Source: an optimization exercise on an open RTL-to-GDS flow (aim: small area). Production flows keep margins and buffers that such runs may drop.
The RTL was checked by simulation tests, not by an equivalence proof against the original design.
Power and IR drop assume default switching activity.

==> flow/design.v <==
module wb_regfile_hilo #(
    parameter int DATA_W = 32,
    parameter int ADDR_W = 5
) (
    input  logic              clk,
    input  logic              rst,
    input  logic              we,
    input  logic [ADDR_W-1:0] waddr,
    input  logic [DATA_W-1:0] wdata,
    input  logic              re1,
    input  logic [ADDR_W-1:0] raddr1,
    output logic [DATA_W-1:0] rdata1,
    input  logic              re2,
    input  logic [ADDR_W-1:0] raddr2,
    output logic [DATA_W-1:0] rdata2,
    input  logic              whilo,
    input  logic [DATA_W-1:0] hi_i,
    input  logic [DATA_W-1:0] lo_i,
    output logic [DATA_W-1:0] hi_o,
    output logic [DATA_W-1:0] lo_o
);
    localparam int NUM_REGS = 2 ** ADDR_W;
    logic [DATA_W-1:0] gpr [1:NUM_REGS-1];
    logic [DATA_W-1:0] hi_q;
    logic [DATA_W-1:0] lo_q;
    logic [NUM_REGS-1:1] wm, wld, whold;
    logic [3:0] wlo;
    logic [7:0] whi;
    always_comb begin
        for (int j = 0; j < 4; j++) wlo[j] = (waddr[1:0] == 2'(j));
        for (int k = 0; k < 8; k++) whi[k] = we && (waddr[4:2] == 3'(k));
    end
    genvar r;
    generate
        for (r = 1; r < NUM_REGS; r++) begin : g_reg
            assign wm[r]    = wlo[r%4] && whi[r/4];
            assign wld[r]   = !rst && wm[r];
            assign whold[r] = !rst && !wm[r];
            logic [DATA_W-1:0] gpr_d;
            wb_rf_ao22 #(.W(DATA_W)) u_nxt (
                .a(wld[r]), .d(wdata), .b(whold[r]), .q(gpr[r]), .y(gpr_d));
            always_ff @(posedge clk) begin
                gpr[r] <= gpr_d;
            end
        end
    endgenerate
    logic hld, hhold;
    assign hld   = !rst && whilo;
    assign hhold = !rst && !whilo;
    logic [DATA_W-1:0] hi_d, lo_d;
    wb_rf_ao22 #(.W(DATA_W)) u_hi_nxt (.a(hld), .d(hi_i), .b(hhold), .q(hi_q), .y(hi_d));
    wb_rf_ao22 #(.W(DATA_W)) u_lo_nxt (.a(hld), .d(lo_i), .b(hhold), .q(lo_q), .y(lo_d));
    always_ff @(posedge clk) begin
        hi_q <= hi_d;
        lo_q <= lo_d;
    end
    assign hi_o = hi_q;
    assign lo_o = lo_q;
    logic [DATA_W*NUM_REGS-1:0] rd_in;
    always_comb begin
        rd_in[DATA_W-1:0] = wdata;
        for (int i = 1; i < NUM_REGS; i++) begin
            rd_in[DATA_W*i +: DATA_W] = gpr[i];
        end
    end
    logic [NUM_REGS-1:0] sel1, sel2;
    wb_rf_rdec u_dec1 (.rst(rst), .re(re1), .raddr(raddr1), .we(we), .waddr(waddr),
                       .wm(wm), .sel(sel1));
    wb_rf_rdec u_dec2 (.rst(rst), .re(re2), .raddr(raddr2), .we(we), .waddr(waddr),
                       .wm(wm), .sel(sel2));
    wb_regfile_andor #(.N(NUM_REGS), .W(DATA_W)) u_rd1 (.sel(sel1), .d(rd_in), .y(rdata1));
    wb_regfile_andor #(.N(NUM_REGS), .W(DATA_W)) u_rd2 (.sel(sel2), .d(rd_in), .y(rdata2));
endmodule
module wb_rf_rdec (
    input  logic        rst,
    input  logic        re,
    input  logic [4:0]  raddr,
    input  logic        we,
    input  logic [4:0]  waddr,
    input  logic [31:1] wm,
    output logic [31:0] sel
);
    logic       en;
    logic [3:0] lo;
    logic [7:0] hi;
    always_comb begin
        en = !rst && re;
        for (int j = 0; j < 4; j++) lo[j] = (raddr[1:0] == 2'(j));
        for (int k = 0; k < 8; k++) hi[k] = en && (raddr[4:2] == 3'(k));
        sel[0] = en && (raddr != '0) && we && (raddr == waddr);
        for (int i = 1; i < 32; i++) sel[i] = lo[i%4] && hi[i/4] && !wm[i];
    end
endmodule
module wb_regfile_andor #(
    parameter int N = 32,
    parameter int W = 32
) (
    input  logic [N-1:0]   sel,
    input  logic [N*W-1:0] d,
    output logic [W-1:0]   y
);
    logic [W-1:0] t [11];
    logic [W-1:0] u [3];
    genvar k;
    generate
        for (k = 0; k < 10; k++) begin : g_t
            wb_rf_aoi222 #(.W(W)) u_t (
                .a0(sel[3*k]),   .d0(d[W*(3*k)   +: W]),
                .a1(sel[3*k+1]), .d1(d[W*(3*k+1) +: W]),
                .a2(sel[3*k+2]), .d2(d[W*(3*k+2) +: W]),
                .y(t[k]));
        end
    endgenerate
    wb_rf_aoi22 #(.W(W)) u_t10 (
        .a0(sel[30]), .d0(d[W*30 +: W]), .a1(sel[31]), .d1(d[W*31 +: W]), .y(t[10]));
    wb_rf_nand4 #(.W(W)) u_u0 (.a(t[0]), .b(t[1]), .c(t[2]), .d(t[3]), .y(u[0]));
    wb_rf_nand4 #(.W(W)) u_u1 (.a(t[4]), .b(t[5]), .c(t[6]), .d(t[7]), .y(u[1]));
    wb_rf_nand3 #(.W(W)) u_u2 (.a(t[8]), .b(t[9]), .c(t[10]), .y(u[2]));
    wb_rf_or3   #(.W(W)) u_y  (.a(u[0]), .b(u[1]), .c(u[2]), .y(y));
endmodule
module wb_rf_ao22 #(parameter int W = 32) (
    input  logic         a,
    input  logic [W-1:0] d,
    input  logic         b,
    input  logic [W-1:0] q,
    output logic [W-1:0] y
);
    assign y = ({W{a}} & d) | ({W{b}} & q);
endmodule
module wb_rf_aoi222 #(parameter int W = 32) (
    input  logic         a0, a1, a2,
    input  logic [W-1:0] d0, d1, d2,
    output logic [W-1:0] y
);
    assign y = ~(({W{a0}} & d0) | ({W{a1}} & d1) | ({W{a2}} & d2));
endmodule
module wb_rf_aoi22 #(parameter int W = 32) (
    input  logic         a0, a1,
    input  logic [W-1:0] d0, d1,
    output logic [W-1:0] y
);
    assign y = ~(({W{a0}} & d0) | ({W{a1}} & d1));
endmodule
module wb_rf_nand4 #(parameter int W = 32) (
    input  logic [W-1:0] a, b, c, d,
    output logic [W-1:0] y
);
    assign y = ~(a & b & c & d);
endmodule
module wb_rf_nand3 #(parameter int W = 32) (
    input  logic [W-1:0] a, b, c,
    output logic [W-1:0] y
);
    assign y = ~(a & b & c);
endmodule
module wb_rf_or3 #(parameter int W = 32) (
    input  logic [W-1:0] a, b, c,
    output logic [W-1:0] y
);
    assign y = a | b | c;
endmodule
==> flow/flow/run.sh <==
#!/bin/bash
export BUFFER_PORTS_ARGS="-buffer_cell sky130_fd_sc_hd__buf_1"
export CTS_ARGS="-sink_clustering_enable -repair_clock_nets -dont_use_dummy_load -sink_clustering_size 14 -sink_clustering_max_diameter 60 -buf_list {sky130_fd_sc_hd__clkbuf_4 sky130_fd_sc_hd__clkbuf_8}"
bash standard.sh > standard.log 2>&1
==> flow/standard.sh <==
#!/bin/bash
# synth_recipe.tcl (not shown) runs the flow's synth.tcl, then flattens the netlist and writes it again
# the make line also repeats each setting of config.mk as NAME=value (left out here)
make -C /OpenROAD-flow-scripts/flow DESIGN_CONFIG=/design/flow/config.mk WORK_HOME=/design/flow/orfs CLKGATE_MAP_FILE= SYNTH_SCRIPT=/design/flow/synth_recipe.tcl "${@:-finish}"
==> flow/config.mk <==
export PLATFORM = sky130hd
export DESIGN_NAME = wb_regfile_hilo
export DESIGN_NICKNAME = wb_regfile_hilo
export VERILOG_FILES = /design/flow/design.v
export SDC_FILE = /design/flow/constraint.sdc
export NUM_CORES = 4
export LEC_CHECK = 0
export CAP_MARGIN = 10
export CORE_MARGIN = 2
export CORE_UTILIZATION = 50
export SETUP_SLACK_MARGIN = 0.3
export SLEW_MARGIN = 10
export SYNTH_HIERARCHICAL = 1
==> flow/constraint.sdc <==
create_clock -name core_clock -period 6.0 [get_ports {clk}]
set_input_delay 1.2000 -clock core_clock [delete_from_list [all_inputs] [get_ports {clk}]]
set_output_delay 1.2000 -clock core_clock [all_outputs]
set_load 0.01 [all_outputs]
==> flow_metrics.tcl, run 1 <==
set metrics [dict create \
    setup_tns_ns 0 \
    drt-vias-per-instance 8.50 \
    worstPathRequired_ns 4.80 \
    syn_to_final_growth_pct 4.89 \
    p_clk_share_pct 32.3 \
    vias 42600 \
    grt_use_total_pct 43.1 \
    drtPass1Iterations 15 \
    synth_cell_types 35 \
    slew_violations 0 \
    finClkSkew_ns 0 \
    cts_inserted_buffers 93 \
    die-height_um 302 \
    finalHoldViolCount 0 \
    ys_seq_elements 1056 \
    finalCritPeriodShare_pct 95.3 \
    outcome "no timing/DRC/antenna violations" \
    rsz0062_at_grt "false" \
    pre_cts_ws_ns 0.370 \
    num_rows 109 \
    grt_max_degree 65 \
    rrSetupSlack_ns 5.33 \
    grt_overflow 0 \
    finalSetupViolCount 0 \
    core-area_um2 88100 \
    slew_headroom_pct 9.30 \
    nNetsFinal 3956 \
    netSwitchingPower_uw 3060 \
    cts_sinks 1056 \
    drc_errors 0 \
    antenna_found_initial 22 \
    fin_crit_ns 5.72 \
    end_kind "output pin" \
    max_cap_viol_count 0 \
    max_freq_ghz 0.175 \
    clkLatencyLatePin_ns 0.76 \
    grt_pass1_vias 41000 \
    crit_type "input pin to output pin" \
    p_total_uw 11700 \
    synth_top_area_share_pct 47.7 \
    critPathLaunchType "input pin" \
    worstPathArrival_ns 4.52 \
    drive_above_1_share_pct 13.5 \
    min-delay-path-class "register to register" \
    clkTransAtPathRegs_ns 0.07 \
    dp_hpwl_um 119000 \
    syn_inst 3728 \
    grt_pass1_wl_um 289000 \
    dpl_cell_area_um2 45100 \
    start_util_pct 50.3 \
    swShare_pct 26.2 \
    timing.final.ws_setup_ns 0.281 \
    seq_power_share_pct 61.1 \
    gp_congestion 0.972 \
    final_antenna_net_count 0 \
    hold_buffers 0 \
    syn_area_per_cell_um2 11.9 \
    drt_iter0_markers 10600 \
    htreeDepth 3 \
    worstMarginPinSlew_ns 1.35 \
    cts-root-buf "clkbuf_8" \
    io_buffers 244 \
    intPower_uw 8610 \
    cts_tree "built" \
    fin_area_um2 46500 \
    synth_area_leader_cell "dfxtp_1" \
    leakagePower_uw 0.0165 \
    synth-seq-area-share_pct 47.7 \
    power.ir.vdd_worst_v 0.000177 \
    fp.dieArea_um2 91100 \
    finalWirelength_um 206000 \
    ys_warn_count 13 \
    p_comb_share_pct 6.6 \
    clk_path_buf_depth 3 \
    avgRoutedWirePerCell_um 41.0 \
    dieWidth_um 302 \
    synth_area_um2 44300 \
    worstPathMaxFanout 16 \
    io_pins 245 \
    synth_nets 3845 \
    synthTopCellsByArea "dfxtp_1 48%, a22o_1 20%, a222oi_1 14%" \
    p_per_area_nw_per_um2 251 \
]
-- flip-flops by register name (all words and copies together) (netlist names) --
signal / cells
hi_q: 32
gpr: 992
lo_q: 32
-- per-module statistics from Yosys (local to each module, per instance), a selection --
module	area [um^2]	cells inside
wb_rf_rdec	354	61
wb_regfile_hilo	21900	1200
-- stage by stage --
stage	instances	hold WS [ns]	utilization (%)
6_report	5017	0.474	52.8
2_1_floorplan	3728	0.461	-
3_5_place_dp	4907	0.452	51.2
4_1_cts	5000	0.476	52.6
5_1_grt	5008	0.487	52.7
3_3_place_gp	4907	0.451	51.2
-- Yosys cell counts --
| cell type | number |
|---|---|
| and4bb_2 | 3 |
| a22o_2 | 66 |
| clkbuf_1 | 20 |
| nand3_1 | 70 |
| and2b_1 | 4 |
| and3b_1 | 2 |
| and4b_1 | 3 |
| nor3b_2 | 2 |
| xnor2_1 | 8 |
| nand4b_1 | 5 |
| a21oi_1 | 31 |
| nor3_1 | 90 |
| nor2b_1 | 3 |
| a22oi_1 | 64 |
| and4_1 | 1 |
| a211oi_1 | 2 |
| nand4bb_1 | 3 |
| nand2b_1 | 6 |
| nor2_1 | 37 |
| dfxtp_1 | 1056 |
| buf_1 | 1 |
| or4b_1 | 1 |
| nor3_2 | 3 |
| nand2_1 | 17 |
| or3_1 | 64 |
| a22o_1 | 990 |
| a222oi_1 | 640 |
| and2_1 | 1 |
| o31ai_4 | 2 |
| buf_6 | 326 |
| or2_1 | 2 |
| nor4b_1 | 1 |
| nand4_1 | 129 |
| buf_2 | 74 |
| or2_2 | 1 |
-- layout by cell type (no fill, tap or decap), types with 2 or more instances in the layout --
| cell | instances |
|---|---|
| a211oi_4 | 2 |
| xnor2_1 | 8 |
| nor2b_1 | 2 |
| or3_1 | 63 |
| nor3_4 | 5 |
| nand2_1 | 17 |
| buf_1 | 219 |
| nand4b_1 | 5 |
| buf_4 | 176 |
| and4bb_2 | 3 |
| nor3_2 | 88 |
| and2b_1 | 4 |
| buf_16 | 2 |
| nor3b_2 | 2 |
| nor2_1 | 34 |
| a222oi_1 | 640 |
| nand4_1 | 129 |
| a22oi_1 | 64 |
| nand2b_1 | 6 |
| dfxtp_1 | 1056 |
| nor2_2 | 2 |
| a22o_2 | 66 |
| clkbuf_8 | 93 |
| a21oi_4 | 31 |
| diode_2 | 15 |
| and3b_1 | 2 |
| buf_12 | 15 |
| clkbuf_2 | 24 |
| nand4bb_1 | 3 |
| or2_1 | 2 |
| and4b_1 | 3 |
| nand3_1 | 70 |
| a22o_1 | 990 |
| o31ai_4 | 2 |
-- final timing paths --
kind                       startpoint                   to  cells past startpoint
hold reg to reg      hi_q[29]$_DFF_P_     hi_q[29]$_DFF_P_                      1
setup reg to reg  gpr[14][30]$_DFF_P_  gpr[14][30]$_DFF_P_                      1
setup / recovery             waddr[2]            rdata2[2]                     10
hold / removal       hi_q[29]$_DFF_P_     hi_q[29]$_DFF_P_                      1
-- power by group through the flow --
stage | sequential [uW] | combinational (uW) | clock (uW)
floorplan | 7290 | 329 | 0
global placement | 7290 | 700 | 0
detailed placement | 7290 | 716 | 0
CTS | 7130 | 718 | 3760
global route | 7140 | 769 | 4010
finish | 7130 | 770 | 3770
-- critical path, stage by stage --
cell and delay (ns):
buf_1 0.27, nand2b_1 0.29, buf_4 0.26, nor2_1 0.10, nor3_2 1.08, buf_4 0.44
a222oi_1 0.15, nand3_1 0.25, or3_1 0.26, buf_1 0.20
-- layout make-up --
| type | count | area [um^2] |
|---|---|---|
| fillers | 7738 | 41600 |
| flip-flops and latches | 1056 | 21100 |
| multi-input cells | 2251 | 20000 |
| repair buffers | 437 | 2630 |
| well taps | 1165 | 1460 |
| clock buffers | 93 | 1280 |
| diodes | 15 | 37.5 |
-- logic make-up (layout without fill, tap and decap cells) --
group | count (synthesis) | after routing | synth area share [%]
other | 0 | 15 | 0
AND/OR/NAND/NOR | 448 | 448 | 5.79
AO/OA/AOI/OAI | 1795 | 1795 | 37.1
flip-flops | 1056 | 1056 | 47.7
buffers and inverters | 421 | 530 | 9.29
XOR/XNOR | 8 | 8 | 0.158
-- metal layers --
layer | vias to the layer above | GRT usage, % | share of wire, %
li1 | 16400 | - | -
met1 | 20900 | 54.0 | 35
met2 | 4206 | 62.2 | 41
met3 | 1103 | 18.0 | 16
met4 | 18 | 24.6 | 6.9
met5 | - | 0.569 | 0.088
-- what timing repair did --
item | in CTS | in global routing
setup buffers | 0 | 0
endpoints found under the setup margin | 0 | 32
resized for setup | 0 | 8
==> inputs of run 2 (changes only) <==
==> flow/flow/run.sh (replaced) <==
#!/bin/bash
export BUFFER_PORTS_ARGS="-buffer_cell sky130_fd_sc_hd__buf_1"
export CTS_ARGS="-sink_clustering_enable -repair_clock_nets -dont_use_dummy_load -sink_clustering_size 17 -sink_clustering_max_diameter 65 -buf_list {sky130_fd_sc_hd__clkbuf_4 sky130_fd_sc_hd__clkbuf_8}"
bash standard.sh > standard.log 2>&1
==> run 2 against run 1 <==
  * Still clean on timing, DRC and antenna
  * Count of clock-buffer cells in the layout down 16
  * Power is 2.7% lower
  * Fmax decreased by 1.5%
  * Critical path type unchanged
  * Register-to-register slack is essentially flat
  * Highest routed layer unchanged
  * Via count shrank 0.36%
  * Sequential power is essentially flat
  * Combinational power is essentially flat
  * First-iteration DRC count is 1.1% higher
  * Largest cell class unchanged
  * Utilization fell by 0.26 points
==> flow_metrics.tcl, run 2 <==
set metrics [dict create \
    grt_pass1_wl_um 288000 \
    finalSetupViolCount 0 \
    swShare_pct 26.1 \
    clk_path_buf_depth 3 \
    rsz0062_at_grt "false" \
    finalHoldViolCount 0 \
    layout_common_cells "1,056 x dfxtp_1, 990 x a22o_1, 640 x a222oi_1" \
    finalWirelength_um 205000 \
    io_pins 245 \
    seq_power_share_pct 62.8 \
    netSwitchingPower_uw 2970 \
    ys_top_cells_by_count "1,056 x dfxtp_1, 990 x a22o_1, 640 x a222oi_1" \
    largest_reg_flops 992 \
    dieWidth_um 302 \
    synth_area_um2 44300 \
    ys_warn_count 13 \
    top_register "gpr" \
    synth_edf_count 0 \
    gp_congestion 0.972 \
    htreeDepth 3 \
    fin_area_um2 46300 \
    drive_above_1_share_pct 13.1 \
    power.ir.vdd_worst_v 0.000176 \
    drt-vias-per-instance 8.50 \
    cp_top_family "simple AND/OR/NAND/NOR gates" \
    synthTopCellsByArea "dfxtp_1 48%, a22o_1 20%, a222oi_1 14%" \
    finClkSkew_ns 0 \
    slew_headroom_pct 10.2 \
    drc_errors 0 \
    dpl_cell_area_um2 45100 \
    nNetsFinal 3940 \
    p_comb_share_pct 6.8 \
    multi_input_area_um2 20000 \
    fillCellCount 7732 \
    crit_type "input pin to output pin" \
    syn_to_final_growth_pct 4.36 \
    max_freq_ghz 0.172 \
    clkLatencyLatePin_ns 0.72 \
    synthFlopType "dfxtp_1" \
    synth_area_leader_cell "dfxtp_1" \
    synth-simple-area-share_pct 5.79 \
    cts_tree "built" \
    synth-seq-area-share_pct 47.7 \
    avgRoutedWirePerCell_um 41.1 \
    dp_hpwl_um 119000 \
    fp.dieArea_um2 91100 \
    fin_crit_ns 5.81 \
    max_cap_viol_count 0 \
    worst-path-buf-inv 4 \
    path_cells "buf_1, buf_4, nand4bb_1, nor2_1, nor3_2, buf_4, a222oi_1, nand3_1, or3_1, buf_1" \
    die-height_um 302 \
    antenna_found_initial 19 \
    worstPathRequired_ns 4.80 \
    critPathLaunchType "input pin" \
    p_clk_share_pct 30.4 \
    rrSetupSlack_ns 5.32 \
    cts_sinks 1056 \
    drtPass1Iterations 13 \
    leakagePower_uw 0.0164 \
    clkTransAtPathRegs_ns 0.07 \
    io_buffers 244 \
    ys_seq_elements 1056 \
    cpPeakStageDelay_ns 1.04 \
    largest_registers "gpr x992, hi_q x32, lo_q x32" \
    synth_top_family_by_area "compound AO/OA/AOI/OAI gates" \
    cts_inserted_buffers 77 \
    synth_cell_types 35 \
    setup_tns_ns 0 \
    p_per_area_nw_per_um2 246 \
    core-area_um2 88100 \
    worstPathArrival_ns 4.61 \
    synth_nets 3845 \
    synthXorXnorAreaFrac_pct 0.158 \
    min-delay-path-class "register to register" \
    final_antenna_net_count 0 \
    async_flop_share_pct 0 \
    synthMuxAreaShare_pct 0 \
    synthAdderAreaFrac_pct 0 \
    synth.most_common_cell "dfxtp_1" \
    worstPathMaxFanout 16 \
    drt_iter0_markers 10700 \
    grt_overflow 0 \
    grt_max_degree 65 \
    end_kind "output pin" \
    worstMarginPinSlew_ns 1.34 \
    slowest_stage "nor3_2" \
    slew_violations 0 \
    final_common_cell "dfxtp_1" \
    regArea_um2 21100 \
    synth-compound-area-share_pct 37.1 \
    synth_top_area_share_pct 47.7 \
    grt_use_total_pct 42.9 \
    intPower_uw 8390 \
    num_rows 109 \
    syn_area_per_cell_um2 11.9 \
    vias 42500 \
    start_util_pct 50.3 \
    finalCritPeriodShare_pct 96.8 \
    outcome "no timing/DRC/antenna violations" \
    cts-root-buf "clkbuf_8" \
    grt_pass1_vias 40800 \
    hold_buffers 0 \
    syn_inst 3728 \
]
## run 2: changes by cell type in the layout (fill, tap and decap cells not counted)
cell       previous run  this run
clkbuf_8             93        77
diode_2              15        11
nand4bb_1             3         2
nand4bb_2             0         1
nor3_2               88        89
nor3_4                5         4
## run 2: final cells by class
| class | count | area share [%] |
|---|---|---|
| diodes | 11 | 0.0595 |
| clock buffers | 77 | 2.29 |
| flip-flops and latches | 1056 | 45.7 |
| repair buffers | 437 | 5.68 |
| well taps | 1165 | 3.15 |
| multi-input cells | 2251 | 43.1 |
## run 2: power by group through the flow
stage / sequential (uW) / combinational (uW) / clock (uW)
after floorplan: 7290 / 329 / 0
after global placement: 7290 / 700 / 0
after detailed placement: 7290 / 716 / 0
after CTS: 7130 / 718 / 3460
after global routing: 7140 / 768 / 3710
final: 7130 / 769 / 3450
## run 2: Yosys stat by module, one instance, submodules excluded, excerpt
module,flops+latches,cells inside,area (um^2)
wb_regfile_hilo,1056,1200,21900
wb_rf_rdec,0,61,354
## run 2: worst paths after layout
| path | from | end | cells after the start |
|---|---|---|---|
| setup / recovery | waddr[0] | rdata2[2] | 10 |
| hold / removal | hi_q[29]$_DFF_P_ | hi_q[29]$_DFF_P_ | 1 |
| setup reg to reg | gpr[13][30]$_DFF_P_ | gpr[13][30]$_DFF_P_ | 1 |
| hold reg to reg | hi_q[29]$_DFF_P_ | hi_q[29]$_DFF_P_ | 1 |
## run 2: cell families after synthesis
kind of cell | after synthesis
compound gates | 1795
flops | 1056
simple gates | 448
buf+inv | 421
xor+xnor | 8
## run 2: repair_timing
action | 4_1_cts | 5_1_grt
endpoints found under the setup margin | 0 | 30
buffers inserted | 0 | 0
gates resized for setup | 0 | 8
## run 2: stage by stage
| step | cells | hold slack (ns) | utilization [%] | total power (uW) | setup WS (ns) |
|---|---|---|---|---|---|
| floorplan | 3728 | 0.461 | - | 7620 | 1.72 |
| global placement | 4907 | 0.451 | 51.2 | 7990 | 0.468 |
| detailed placement | 4907 | 0.452 | 51.2 | 8010 | 0.370 |
| CTS | 4984 | 0.476 | 52.4 | 11300 | 0.370 |
| global route | 4988 | 0.488 | 52.5 | 11600 | 0.304 |
| finish | 4997 | 0.472 | 52.5 | 11400 | 0.192 |
## run 2: metal layers
metal / wire length (um) / global-route usage [%] / up-vias
met5: 234 / 0.362 / -
met4: 14100 / 24.6 / 18
met3: 33200 / 17.5 / 1065
met2: 85100 / 62.2 / 4130
met1: 72800 / 53.7 / 20900
li1: - / - / 16400
==> inputs of run 3 (changes only) <==
--- a/flow/config.mk
+++ b/flow/config.mk
@@ -9,3 +9,3 @@
 export CORE_MARGIN = 2
-export CORE_UTILIZATION = 50
+export CORE_UTILIZATION = 44
 export SETUP_SLACK_MARGIN = 0.3
==> run 3 against run 2 <==
  * Global-route usage is 6.4 points lower
  * Worst hold slack worse by 0.0099 ns
  * Register-to-register slack hardly changed
  * Power is 2.0% higher
  * Utilization is 5.7 points lower
  * Critical endpoint is now rdata1[30]
  * Highest routed layer unchanged
==> flow_metrics.tcl, run 3 <==
set metrics [dict create \
    timing.final.ws_setup_ns 0.212 \
    clkLatencyLatePin_ns 0.78 \
    synth_nets 3845 \
    finalCritPeriodShare_pct 96.5 \
    worstPathMaxFanout 13 \
    synthFlopType "dfxtp_1" \
    stdcell_count 5161 \
    max_cap_viol_count 0 \
    reg2reg_depth 1 \
    outcome "no timing/DRC/antenna violations" \
    synth.most_common_cell "dfxtp_1" \
    cts_setup_buffers 0 \
    post_cts_resized 0 \
    grt_util_met3_pct 13.5 \
    grt_overflow 0 \
    cts_sinks 1056 \
    crit_cells 10 \
    fillCellCount 9192 \
    largest_registers "gpr x992, hi_q x32, lo_q x32" \
    die-height_um 321 \
    crit_start "waddr[1]" \
    core-area_um2 100000 \
    num_rows 116 \
    busiest_layer "met2" \
    dp_hpwl_um 116000 \
    power.ir.vdd_worst_v 0.000139 \
    syn_inst 3728 \
    max_freq_ghz 0.173 \
    grt_use_total_pct 36.5 \
    p_total_uw 11600 \
    worstPathArrival_ns 4.59 \
    clkTransAtPathRegs_ns 0.05 \
    grt_pass1_vias 38200 \
    cpPeakStageDelay_ns 0.64 \
    clk_path_buf_depth 3 \
    vias 41300 \
    critPathLaunchType "input pin" \
    reg2reg_from "gpr[10][30]$_DFF_P_" \
    ys_seq_elements 1056 \
    ys_warn_count 13 \
    leakagePower_uw 0.0166 \
    io_buffers 244 \
    pre_cts_ws_ns 0.417 \
    cts_inserted_buffers 89 \
    synth_area_um2 44300 \
    synth_cell_types 35 \
    dieWidth_um 321 \
    htreeDepth 3 \
    cts_tree "built" \
    worstPathRequired_ns 4.80 \
    antenna_found_initial 18 \
    fin_crit_ns 5.79 \
    intPower_uw 8560 \
    grt_max_degree 65 \
    end_kind "output pin" \
    netSwitchingPower_uw 3020 \
    largest_reg_flops 992 \
    p_per_area_nw_per_um2 248 \
    drive_above_1_share_pct 14.0 \
    placed_cells 5062 \
    top_register "gpr" \
    drt-vias-per-instance 7.99 \
    nNetsFinal 3973 \
    rsz0062_at_grt "false" \
    ys_top_cells_by_count "1,056 x dfxtp_1, 990 x a22o_1, 640 x a222oi_1" \
    finalSetupViolCount 0 \
    synth_top_area_share_pct 47.7 \
    syn_area_per_cell_um2 11.9 \
    min-delay-path-class "register to register" \
    slew_headroom_pct 24.3 \
    layout_common_cells "1,056 x dfxtp_1, 990 x a22o_1, 640 x a222oi_1" \
    start_util_pct 44.3 \
    rrSetupSlack_ns 5.32 \
    swShare_pct 26.1 \
    synth_area_leader_cell "dfxtp_1" \
    fp.dieArea_um2 103000 \
    syn_to_final_growth_pct 5.50 \
    path_cells "buf_1, buf_4, nand4bb_1, nor2_1, nor3_2, buf_4, a222oi_1, nand4_1, or3_1, buf_1" \
    finalHoldViolCount 0 \
    worstReg2RegEnd "gpr[10][30]$_DFF_P_" \
    drc_errors 0 \
    worstMarginPinSlew_ns 1.13 \
    synth-seq-area-share_pct 47.7 \
    finClkSkew_ns 0 \
    crit_path_end "rdata1[30]" \
    synthTopCellsByArea "dfxtp_1 48%, a22o_1 20%, a222oi_1 14%" \
    cp_top_family "simple AND/OR/NAND/NOR gates" \
    async_flop_share_pct 0 \
    finalWirelength_um 198000 \
    final_common_cell "dfxtp_1" \
    setup_tns_ns 0 \
    gp_congestion 1.01 \
    crit_type "input pin to output pin" \
    cts-root-buf "clkbuf_8" \
    grt_pass1_wl_um 279000 \
    fin_area_um2 46800 \
    slowest_stage "or3_1" \
    dpl_cell_area_um2 45500 \
    p_comb_share_pct 6.5 \
    worst-path-buf-inv 4 \
    slew_violations 0 \
    hold_buffers 0 \
    seq_power_share_pct 61.6 \
    grt.met1_usage_pct 46.3 \
    drtPass1Iterations 15 \
    avgRoutedWirePerCell_um 38.3 \
    io_pins 245 \
    p_clk_share_pct 32.0 \
    synth_edf_count 0 \
    drt_iter0_markers 9927 \
    grtUsageMet2_pct 52.7 \
    final_antenna_net_count 0 \
]
-- run 3: cell counts after synthesis --
Identical to the previous run, type by type.
-- run 3: cell type report --
class | count | area [um^2] | area share [%]
Antenna cell | 9 | 22.5 | 0.0482
Sequential cell | 1056 | 21100 | 45.2
Timing Repair Buffer | 458 | 2800 | 5.99
Multi-Input combinational cell | 2251 | 20000 | 42.7
Clock buffer | 89 | 1220 | 2.62
Tap cell | 1298 | 1620 | 3.47
-- run 3: Yosys stat by module (local to each module, per instance), a selection --
module | times used | cells inside | flip-flops and latches | cell area, um^2
wb_rf_rdec | 2 | 61 | 0 | 354
wb_regfile_hilo | 1 | 1200 | 1056 | 21900
-- run 3: worst min-delay path by stage --
stage / to / cells after the start / slack (ns) / startpoint
2_1_floorplan: gpr[10][0]$_DFF_P_ / 1 / 0.46 / gpr[10][0]$_DFF_P_
3_3_place_gp: lo_q[20]$_DFF_P_ / 1 / 0.45 / lo_q[20]$_DFF_P_
3_5_place_dp: hi_q[19]$_DFF_P_ / 1 / 0.45 / hi_q[19]$_DFF_P_
4_1_cts: hi_q[23]$_DFF_P_ / 1 / 0.47 / hi_q[23]$_DFF_P_
5_1_grt: hi_q[22]$_DFF_P_ / 1 / 0.49 / hi_q[22]$_DFF_P_
6_report: hi_q[23]$_DFF_P_ / 1 / 0.46 / hi_q[23]$_DFF_P_
-- run 3: per-stage QoR --
stage	hold slack (ns)	utilization [%]
4_1_cts	0.469	46.7
6_report	0.462	46.8
5_1_grt	0.489	46.7
2_1_floorplan	0.461	-
3_3_place_gp	0.449	45.5
3_5_place_dp	0.451	45.5
-- run 3: logic make-up after synthesis --
group,count (synthesis),share of synthesized area (%)
AOI/OAI and AO/OA,1795,37.1
xor gates and xnor gates,8,0.158
buffers and inverters,421,9.29
and+or+nand+nor,448,5.79
DFF,1056,47.7
-- run 3: routing by layer --
metal | share of wire, % | wire length, um | vias to the layer above
li1 | - | - | 16500
met1 | 36 | 71900 | 20000
met2 | 41 | 81100 | 3915
met3 | 16 | 31100 | 902
met4 | 6.8 | 13300 | 16
met5 | 0.091 | 179 | -
-- run 3: power by group through the flow --
stage | clock network [uW] | logic [uW] | registers (uW)
floorplan | 0 | 329 | 7290
global placement | 0 | 705 | 7290
detailed placement | 0 | 710 | 7290
CTS | 3720 | 709 | 7130
global route | 3980 | 756 | 7140
finish | 3700 | 749 | 7130

[separate check: timing with driven ports]
The flow's constraints put no driver on any port. The routed layouts listed below were extracted and timed again, unchanged, in two steps.
Step 1, drivers: a clkbuf_16 drives clk and a buf_2 each remaining input, both assumed.
Step 2 times the ports against the registers' clock, not the clock port: input delays grow and output delays shrink by t, the midpoint of the rising clock arrivals with the driver on.
Three values: no drivers, after step 1, after step 2; two values: the first two.
run	t, ns	setup WS [ns]	pins driven straight from the clock port
run 1	0.807	0.281 / 0.202 / 0.202	1
run 2	0.782	0.192 / 0.058 / 0.058	1
run 3	0.820	0.212 / 0.186 / 0.186	1
After both steps setup and hold are still met in every run listed. For run 2, which loses most, drivers alone change the setup slack by -0.134 ns; drivers and shift together by -0.134 ns.
